From an optimization exercise on the open Yosys and OpenROAD flow, aimed at small area, a short achievable clock period and few clock cycles per item; shortcuts taken in it are not production practice.
Function was checked by simulation only, so behaviour that the tests miss may differ from the original.

==> job 8963: inputs <==
Design aesCore, start of the top module:
module aesCore
(
    input  logic  clk,
    input  logic  rst,
    input  logic  start,
    input  logic  decrypt,
    input  aesPkg::blockT key,
    input  aesPkg::blockT dataIn,
    output logic  ready,
    output logic  done,
    output aesPkg::blockT dataOut
);
==> module aesController, before the edit <==
module aesController
(
    input  logic          clk,
    input  logic          rst,
    input  logic          start,
    input  logic          decrypt,
    input  aesPkg::blockT encNext,
    input  aesPkg::blockT decNext,
    input  aesPkg::blockT lastOut,
    input  aesPkg::blockT encLoad,
    input  aesPkg::blockT decStart,
    input  aesPkg::blockT keyNext,
    output aesPkg::blockT stateOut,
    output aesPkg::blockT keyOut,
    output aesPkg::byteT  rcon,
    output logic          keyLoad,
    output logic          keyBackward,
    output logic          decryptMode,
    output logic          ready,
    output logic          done
);
    localparam aesPkg::roundIdxT LastRound = 10;
    localparam aesPkg::roundIdxT LastEncCnt = 10 + 1;
    logic             busy;
    logic             expand;
    aesPkg::roundIdxT cnt;
    aesPkg::blockT    stateReg;
    aesPkg::blockT    keyReg;
    logic             accept;
    logic             expandLast;
    logic             lastRound;
    logic             decFirst;
    aesPkg::roundIdxT rconIdx;
    assign ready  = !busy;
    assign accept = start && !busy;
    assign stateOut    = stateReg;
    assign keyOut      = keyReg;
    assign keyLoad     = !busy;
    assign expandLast  = cnt == LastRound;
    assign lastRound   = decryptMode ? (cnt == '0 && !decFirst) : (cnt == LastEncCnt);
    assign rconIdx = busy ? cnt : 4'd1;
    always_comb begin
        case (rconIdx)
            4'd1:    rcon = 8'h01;
            4'd2:    rcon = 8'h02;
            4'd3:    rcon = 8'h04;
            4'd4:    rcon = 8'h08;
            4'd5:    rcon = 8'h10;
            4'd6:    rcon = 8'h20;
            4'd7:    rcon = 8'h40;
            4'd8:    rcon = 8'h80;
            4'd9:    rcon = 8'h1b;
            4'd10:   rcon = 8'h36;
            default: rcon = 8'h00;
        endcase
    end
    always_ff @(posedge clk or posedge rst) begin
        if (rst) begin
            busy        <= 1'b0;
            done        <= 1'b0;
            expand      <= 1'b0;
            decryptMode <= 1'b0;
            keyBackward <= 1'b0;
            decFirst    <= 1'b0;
            cnt         <= '0;
        end else begin
            done <= 1'b0;
            if (accept) begin
                busy        <= 1'b1;
                expand      <= decrypt;
                decryptMode <= decrypt;
                keyBackward <= 1'b0;
                cnt         <= aesPkg::roundIdxT'(2);
            end else if (busy) begin
                if (expand) begin
                    if (expandLast) begin
                        expand      <= 1'b0;
                        keyBackward <= 1'b1;
                        decFirst    <= 1'b1;
                    end else begin
                        cnt <= cnt + aesPkg::roundIdxT'(1);
                    end
                end else begin
                    if (lastRound) begin
                        busy        <= 1'b0;
                        done        <= 1'b1;
                        keyBackward <= 1'b0;
                    end
                    decFirst <= 1'b0;
                    cnt <= decryptMode ? cnt - aesPkg::roundIdxT'(1) : cnt + aesPkg::roundIdxT'(1);
                end
            end
        end
    end
    always_ff @(posedge clk) begin
        if (busy && !expand && decryptMode && !decFirst && !lastRound) begin
            stateReg <= decNext;
        end else if (busy && !expand && !decryptMode && !lastRound) begin
            stateReg <= encNext;
        end else if (!busy) begin
            stateReg <= encLoad;
        end else if (decFirst) begin
            stateReg <= decStart;
        end else if (!expand) begin
            stateReg <= lastOut;
        end
    end
    always_ff @(posedge clk) begin
        keyReg <= keyNext;
    end
endmodule
==> module aesCore, before the edit <==
module aesCore
(
    input  logic  clk,
    input  logic  rst,
    input  logic  start,
    input  logic  decrypt,
    input  aesPkg::blockT key,
    input  aesPkg::blockT dataIn,
    output logic  ready,
    output logic  done,
    output aesPkg::blockT dataOut
);
    aesPkg::blockT encNext;
    aesPkg::blockT decNext;
    aesPkg::blockT lastOut;
    aesPkg::blockT encLoad;
    aesPkg::blockT decStart;
    aesPkg::blockT keyReg;
    aesPkg::blockT keyNext;
    aesPkg::byteT  rcon;
    logic          keyLoad;
    logic          keyBackward;
    logic          decryptMode;
    aesController controller (
        .clk         (clk),
        .rst         (rst),
        .start       (start),
        .decrypt     (decrypt),
        .encNext     (encNext),
        .decNext     (decNext),
        .lastOut     (lastOut),
        .encLoad     (encLoad),
        .decStart    (decStart),
        .keyNext     (keyNext),
        .stateOut    (dataOut),
        .keyOut      (keyReg),
        .rcon        (rcon),
        .keyLoad     (keyLoad),
        .keyBackward (keyBackward),
        .decryptMode (decryptMode),
        .ready       (ready),
        .done        (done)
    );
    keyExpander expander (
        .useLoad  (keyLoad),
        .backward (keyBackward),
        .rcon     (rcon),
        .keyLoad  (key),
        .keyIn    (keyReg),
        .keyOut   (keyNext)
    );
    cipherRound round (
        .decrypt  (decryptMode),
        .stateIn  (dataOut),
        .roundKey (keyReg),
        .dataIn   (dataIn),
        .key      (key),
        .loadDecrypt (decrypt),
        .encNext  (encNext),
        .decNext  (decNext),
        .lastOut  (lastOut),
        .encLoad  (encLoad),
        .decStart (decStart)
    );
endmodule
Settings: LEC_CHECK=0, CAP_MARGIN=20, CORE_MARGIN=2, CORE_UTILIZATION=55, PLACE_DENSITY=0.65, SLEW_MARGIN=20; clock period 10.0 ns.
standard.sh (not shown) runs the stock make flow with config.mk's settings and CLKGATE_MAP_FILE= SYNTH_SCRIPT=/design/flow/synth_recipe.tcl, a recipe that flattens the netlist after the stock synthesis.
==> flow/flow/run.sh <==
#!/bin/bash
# Layout flow: the standard flow (standard.sh) with these changes:
#  - synthesis maps the logic with ABC through flow/abc.script (area-oriented
#    mapping that keeps the XOR structure, then fanout buffering) instead of
#    ORFS's default script, and without delay cells; everything else in
#    synthesis is the standard flow's own synth_recipe.tcl;
#  - ports are buffered with sky130_fd_sc_hd__buf_1;
#  - timing repair aims at a setup slack margin of PRE_MARGIN ns (below) up to
#    clock tree synthesis and of POST_MARGIN ns after it.
# Each step's output goes to a log file in this folder (synth.log,
# place_cts.log, route_finish.log); ORFS's per-step logs are under orfs/logs/.
set -euo pipefail
work=$(pwd)
PRE_MARGIN=1.5
POST_MARGIN=0
abc_script=$work/flow/abc.script
dont_use="sky130_fd_sc_hd__clkdlybuf4s15_1 sky130_fd_sc_hd__clkdlybuf4s15_2 sky130_fd_sc_hd__clkdlybuf4s18_1 sky130_fd_sc_hd__clkdlybuf4s18_2 sky130_fd_sc_hd__clkdlybuf4s25_1 sky130_fd_sc_hd__clkdlybuf4s25_2 sky130_fd_sc_hd__clkdlybuf4s50_1 sky130_fd_sc_hd__clkdlybuf4s50_2 sky130_fd_sc_hd__dlygate4sd1_1 sky130_fd_sc_hd__dlygate4sd2_1 sky130_fd_sc_hd__dlygate4sd3_1 sky130_fd_sc_hd__dlymetal6s2s_1 sky130_fd_sc_hd__dlymetal6s4s_1 sky130_fd_sc_hd__dlymetal6s6s_1"
{
  echo "# synth_recipe.tcl with ABC run through $abc_script and without delay cells"
  echo 'proc abc {args} {'
  echo '  set i [lsearch -exact $args -script]'
  echo "  if {\$i >= 0} { lset args [expr {\$i + 1}] {$abc_script} }"
  echo "  foreach c {$dont_use} { lappend args -dont_use \$c }"
  echo '  yosys abc {*}$args'
  echo '}'
  cat "$work/synth_recipe.tcl"
} > "$work/flow_synth.tcl"
ports="BUFFER_PORTS_ARGS=-buffer_cell sky130_fd_sc_hd__buf_1"
bash "$work/standard.sh" synth SYNTH_SCRIPT="$work/flow_synth.tcl" > "$work/synth.log" 2>&1
bash "$work/standard.sh" cts "$ports" SETUP_SLACK_MARGIN=$PRE_MARGIN > "$work/place_cts.log" 2>&1
bash "$work/standard.sh" finish "$ports" SETUP_SLACK_MARGIN=$POST_MARGIN > "$work/route_finish.log" 2>&1
==> flow/flow/abc.script <==
strash
dch
map -a
topo
stime -c
buffer -c
==> job 406 (differences from job 8963) <==
--- a/flow/design.v
+++ b/flow/design.v
@@ -702,5 +702,4 @@
     input  aesPkg::blockT encNext,
     input  aesPkg::blockT decNext,
-    input  aesPkg::blockT lastOut,
     input  aesPkg::blockT encLoad,
     input  aesPkg::blockT decStart,
@@ -716,7 +715,7 @@
 );
     localparam aesPkg::roundIdxT LastRound = 10;
-    localparam aesPkg::roundIdxT LastEncCnt = 10 + 1;
     logic             busy;
     logic             expand;
+    logic             decFirst;
     aesPkg::roundIdxT cnt;
     aesPkg::blockT    stateReg;
@@ -725,14 +724,17 @@
     logic             expandLast;
     logic             lastRound;
-    logic             decFirst;
+    logic             midRound;
+    logic             rdy;
     aesPkg::roundIdxT rconIdx;
-    assign ready  = !busy;
-    assign accept = start && !busy;
-    assign stateOut    = stateReg;
-    assign keyOut      = keyReg;
-    assign keyLoad     = !busy;
-    assign expandLast  = cnt == LastRound;
-    assign lastRound   = decryptMode ? (cnt == '0 && !decFirst) : (cnt == LastEncCnt);
-    assign rconIdx = busy ? cnt : 4'd1;
+    assign midRound  = busy && !expand && !decFirst;
+    assign lastRound = busy && rdy;
+    assign done      = lastRound;
+    assign ready     = rdy;
+    assign accept    = start && ready;
+    assign stateOut   = stateReg;
+    assign keyOut     = keyReg;
+    assign keyLoad    = ready;
+    assign expandLast = cnt == LastRound;
+    assign rconIdx = ready ? 4'd1 : cnt;
     always_comb begin
         case (rconIdx)
@@ -753,35 +755,40 @@
         if (rst) begin
             busy        <= 1'b0;
-            done        <= 1'b0;
             expand      <= 1'b0;
             decryptMode <= 1'b0;
             keyBackward <= 1'b0;
             decFirst    <= 1'b0;
+            rdy         <= 1'b1;
             cnt         <= '0;
-        end else begin
-            done <= 1'b0;
-            if (accept) begin
-                busy        <= 1'b1;
-                expand      <= decrypt;
-                decryptMode <= decrypt;
-                keyBackward <= 1'b0;
-                cnt         <= aesPkg::roundIdxT'(2);
-            end else if (busy) begin
-                if (expand) begin
-                    if (expandLast) begin
-                        expand      <= 1'b0;
-                        keyBackward <= 1'b1;
-                        decFirst    <= 1'b1;
-                    end else begin
-                        cnt <= cnt + aesPkg::roundIdxT'(1);
-                    end
+        end else if (accept) begin
+            rdy         <= 1'b0;
+            busy        <= 1'b1;
+            expand      <= decrypt;
+            decryptMode <= decrypt;
+            keyBackward <= 1'b0;
+            decFirst    <= 1'b0;
+            cnt         <= aesPkg::roundIdxT'(2);
+        end else if (lastRound) begin
+            busy <= 1'b0;
+        end else if (busy) begin
+            if (expand) begin
+                if (expandLast) begin
+                    expand      <= 1'b0;
+                    keyBackward <= 1'b1;
+                    decFirst    <= 1'b1;
                 end else begin
-                    if (lastRound) begin
-                        busy        <= 1'b0;
-                        done        <= 1'b1;
+                    cnt <= cnt + aesPkg::roundIdxT'(1);
+                end
+            end else begin
+                decFirst <= 1'b0;
+                if (decryptMode) begin
+                    cnt <= cnt - aesPkg::roundIdxT'(1);
+                    if (cnt == aesPkg::roundIdxT'(1) && !decFirst) begin
                         keyBackward <= 1'b0;
+                        rdy         <= 1'b1;
                     end
-                    decFirst <= 1'b0;
-                    cnt <= decryptMode ? cnt - aesPkg::roundIdxT'(1) : cnt + aesPkg::roundIdxT'(1);
+                end else begin
+                    cnt <= cnt + aesPkg::roundIdxT'(1);
+                    if (cnt == LastRound) rdy <= 1'b1;
                 end
             end
@@ -789,14 +796,12 @@
     end
     always_ff @(posedge clk) begin
-        if (busy && !expand && decryptMode && !decFirst && !lastRound) begin
+        if (midRound && decryptMode && !lastRound) begin
             stateReg <= decNext;
-        end else if (busy && !expand && !decryptMode && !lastRound) begin
+        end else if (midRound && !decryptMode && !lastRound) begin
             stateReg <= encNext;
-        end else if (!busy) begin
+        end else if (ready) begin
             stateReg <= encLoad;
         end else if (decFirst) begin
             stateReg <= decStart;
-        end else if (!expand) begin
-            stateReg <= lastOut;
         end
     end
@@ -820,5 +825,5 @@
     aesPkg::blockT encNext;
     aesPkg::blockT decNext;
-    aesPkg::blockT lastOut;
+    aesPkg::blockT stateReg;
     aesPkg::blockT encLoad;
     aesPkg::blockT decStart;
@@ -836,9 +841,8 @@
         .encNext     (encNext),
         .decNext     (decNext),
-        .lastOut     (lastOut),
         .encLoad     (encLoad),
         .decStart    (decStart),
         .keyNext     (keyNext),
-        .stateOut    (dataOut),
+        .stateOut    (stateReg),
         .keyOut      (keyReg),
         .rcon        (rcon),
@@ -859,5 +863,5 @@
     cipherRound round (
         .decrypt  (decryptMode),
-        .stateIn  (dataOut),
+        .stateIn  (stateReg),
         .roundKey (keyReg),
         .dataIn   (dataIn),
@@ -866,5 +870,5 @@
         .encNext  (encNext),
         .decNext  (decNext),
-        .lastOut  (lastOut),
+        .lastOut  (dataOut),
         .encLoad  (encLoad),
         .decStart (decStart)
==> run summary <==
| quantity | job 8963 | job 406 |
|---|---|---|
| Outcome | timing/DRC/antenna clean | timing/DRC/antenna clean |
| Post-route minimum period | 8.94 ns | 8.82 ns |
| Area of the placeable core | 0.116 mm² | 0.116 mm² |
| Post-synthesis xor/xnor area fraction | 45.4% | 43.3% |
| Buffer count from post-CTS setup fixing | 0 | 21 |
| Rel. slew slack | 7.83% | 14.4% |
| Instance area after placement | 0.0653 mm² | 0.0650 mm² |
| Routing usage on met2 | 76.1% | 64.1% |
| Non-clock inverter count | 936 | 1041 |
| Number of logic stages on the critical path including buffering | 31 | 33 |
| Pre-CTS worst setup slack | 1.27 ns | 1.46 ns |
| Horizontal extent of the die | 346 µm | 346 µm |
| Total of clock buffers placed in the layout | 49 | 51 |
| Seq area share | 9.97% | 9.93% |
| Distinct cells, synth | 57 | 52 |
| Net Count, Synth | 9661 | 9854 |
| Post_cts resized | 7 | 139 |
| Initial antenna violation count | 29 | 18 |
| Synth Area per Inst | 6.86 µm² | 6.75 µm² |
| Violation count after the first detailed-routing iteration | 12000 | 8978 |
| Post-route fraction of the period consumed by the critical path | 89.4% | 88.2% |
| Buffers plus inverters on the worst setup path | 3 | 8 |
Testbench counts of job 8963, summed over its fixed seeds: cycles 12,108, items 768.
Testbench counts of job 406, summed over its fixed seeds: cycles 11,340, items 768.

==> job 3659: inputs <==
Another version of the RTL of aesCore (not shown whole).
==> flow/config.mk <==
export PLATFORM = sky130hd
export DESIGN_NAME = aesCore
export DESIGN_NICKNAME = aesCore
export VERILOG_FILES = /design/flow/design.v
export SDC_FILE = /design/flow/constraint.sdc
export NUM_CORES = 8
export LEC_CHECK = 0
export CAP_MARGIN = 20
export CORE_MARGIN = 2
export CORE_UTILIZATION = 55
export PLACE_DENSITY = 0.65
export SLEW_MARGIN = 20
export TNS_END_PERCENT = 30
==> flow/constraint.sdc <==
create_clock -name core_clock -period 10.0 [get_ports {clk}]
set_input_delay 2.0000 -clock core_clock [delete_from_list [all_inputs] [get_ports {clk}]]
set_output_delay 2.0000 -clock core_clock [all_outputs]
set_load 0.01 [all_outputs]
==> flow/flow/run.sh <==
#!/bin/bash
# Layout flow: the standard flow (standard.sh) with these changes:
#  - synthesis maps the logic with ABC through flow/abc.script (area-oriented
#    &nf mapping after choice computation, then fanout buffering) instead of
#    ORFS's default script, and without delay cells; everything else in
#    synthesis is the standard flow's own synth_recipe.tcl;
#  - ports are buffered with sky130_fd_sc_hd__buf_1;
#  - timing repair aims at a setup slack margin of PRE_MARGIN ns (below) up to
#    clock tree synthesis and of POST_MARGIN ns after it.
# Each step's output goes to a log file in this folder (synth.log,
# place_cts.log, route_finish.log); ORFS's per-step logs are under orfs/logs/.
set -euo pipefail
work=$(pwd)
PRE_MARGIN=2
POST_MARGIN=0
abc_script=$work/flow/abc.script
dont_use="sky130_fd_sc_hd__clkdlybuf4s15_1 sky130_fd_sc_hd__clkdlybuf4s15_2 sky130_fd_sc_hd__clkdlybuf4s18_1 sky130_fd_sc_hd__clkdlybuf4s18_2 sky130_fd_sc_hd__clkdlybuf4s25_1 sky130_fd_sc_hd__clkdlybuf4s25_2 sky130_fd_sc_hd__clkdlybuf4s50_1 sky130_fd_sc_hd__clkdlybuf4s50_2 sky130_fd_sc_hd__dlygate4sd1_1 sky130_fd_sc_hd__dlygate4sd2_1 sky130_fd_sc_hd__dlygate4sd3_1 sky130_fd_sc_hd__dlymetal6s2s_1 sky130_fd_sc_hd__dlymetal6s4s_1 sky130_fd_sc_hd__dlymetal6s6s_1"
{
  echo "# synth_recipe.tcl with ABC run through $abc_script and without delay cells"
  echo 'proc abc {args} {'
  echo '  set i [lsearch -exact $args -script]'
  echo "  if {\$i >= 0} { lset args [expr {\$i + 1}] {$abc_script} }"
  echo "  foreach c {$dont_use} { lappend args -dont_use \$c }"
  echo '  yosys abc {*}$args'
  echo '}'
  cat "$work/synth_recipe.tcl"
} > "$work/flow_synth.tcl"
ports="BUFFER_PORTS_ARGS=-buffer_cell sky130_fd_sc_hd__buf_1"
bash "$work/standard.sh" synth SYNTH_SCRIPT="$work/flow_synth.tcl" > "$work/synth.log" 2>&1
bash "$work/standard.sh" cts "$ports" SETUP_SLACK_MARGIN=$PRE_MARGIN > "$work/place_cts.log" 2>&1
bash "$work/standard.sh" finish "$ports" SETUP_SLACK_MARGIN=$POST_MARGIN > "$work/route_finish.log" 2>&1
==> flow/flow/abc.script <==
strash
&get -n
&st
&dch
&nf -R 1000
&put
topo
stime -c
buffer -c
==> job 5749 (differences from job 3659) <==
--- a/flow/flow/run.sh
+++ b/flow/flow/run.sh
@@ -3,3 +3,3 @@
 #  - synthesis maps the logic with ABC through flow/abc.script (area-oriented
-#    &nf mapping after choice computation, then fanout buffering) instead of
+#    mapping that keeps the XOR structure, then fanout buffering) instead of
 #    ORFS's default script, and without delay cells; everything else in
@@ -13,3 +13,3 @@
 work=$(pwd)
-PRE_MARGIN=2
+PRE_MARGIN=1.5
 POST_MARGIN=0
==> flow/flow/abc.script (replaced) <==
strash
dch
map -a
topo
stime -c
buffer -c
- TNS_END_PERCENT: 30 -> unset
==> qor summary <==
quantity                                                                      job 3659                         job 5749
Result of the run                                             timing/DRC/antenna clean         timing/DRC/antenna clean
Largest net degree at the start of global routing                                  214                              157
Cell with the most instances after synthesis                  sky130_fd_sc_hd__xnor2_1         sky130_fd_sc_hd__nand2_1
Arrival time at the worst endpoint                                             8.61 ns                          9.15 ns
M1 wire length                                                                94700 um                        101000 um
Min-delay src                                           controller.keyReg[109]$_DFF_P_  controller.decFirst$_DFFE_PP0P_
Signal buffers share of area                                                     6.01%                            3.61%
Placed Cells                                                                      8656                            10600
Post-Syn Nets                                                                     7351                             9237
Antenna cells                                                                        4                                3
Total length of routed met2 wires                                             96000 um                        106000 um
Number of buffers inserted during clock tree synthesis                              36                               37
Via count of the first global-routing pass                                       48400                            55600
Testbench counts of job 3659, summed over its fixed seeds: cycles 11,340, items 768.
Testbench counts of job 5749, summed over its fixed seeds: cycles 11,340, items 768.

## separate check: timing with driven ports
No port has a modelled driver above. Below, the same layouts with a new extraction and two added sets of constraints.
Step 1: set_driving_cell puts a clkbuf_16 on clk and a buf_2 on each other input, an assumption about the parent block.
Step 2 times the ports against the registers' clock, not the clock port: input delays grow and output delays shrink by t, the midpoint of the rising clock arrivals with the driver on.
a / b / c = ideal ports / drivers / drivers and shift; a / b = the first two.
run | shift t [ns] | slack for setup (ns) | worst setup path after step 2 | slew at the worst register clock pin (ns) | pins driven straight from the clock port
job 8963 | 0.722 | 1.057 / 1.057 / 1.057 | register to register | 0.08 / 0.08 | 1
job 406 | 0.705 | 1.178 / 1.093 / 1.563 | input to register | 0.08 / 0.08 | 1
job 3659 | 0.650 | 1.667 / 1.602 / 1.587 | input to register | 0.07 / 0.07 | 1
job 5749 | 0.676 | 1.184 / 1.162 / 1.177 | input to register | 0.07 / 0.07 | 1
After both steps every run listed still meets setup and hold. For job 3659, which loses most, drivers alone change the setup slack by -0.065 ns; drivers and shift together by -0.080 ns.
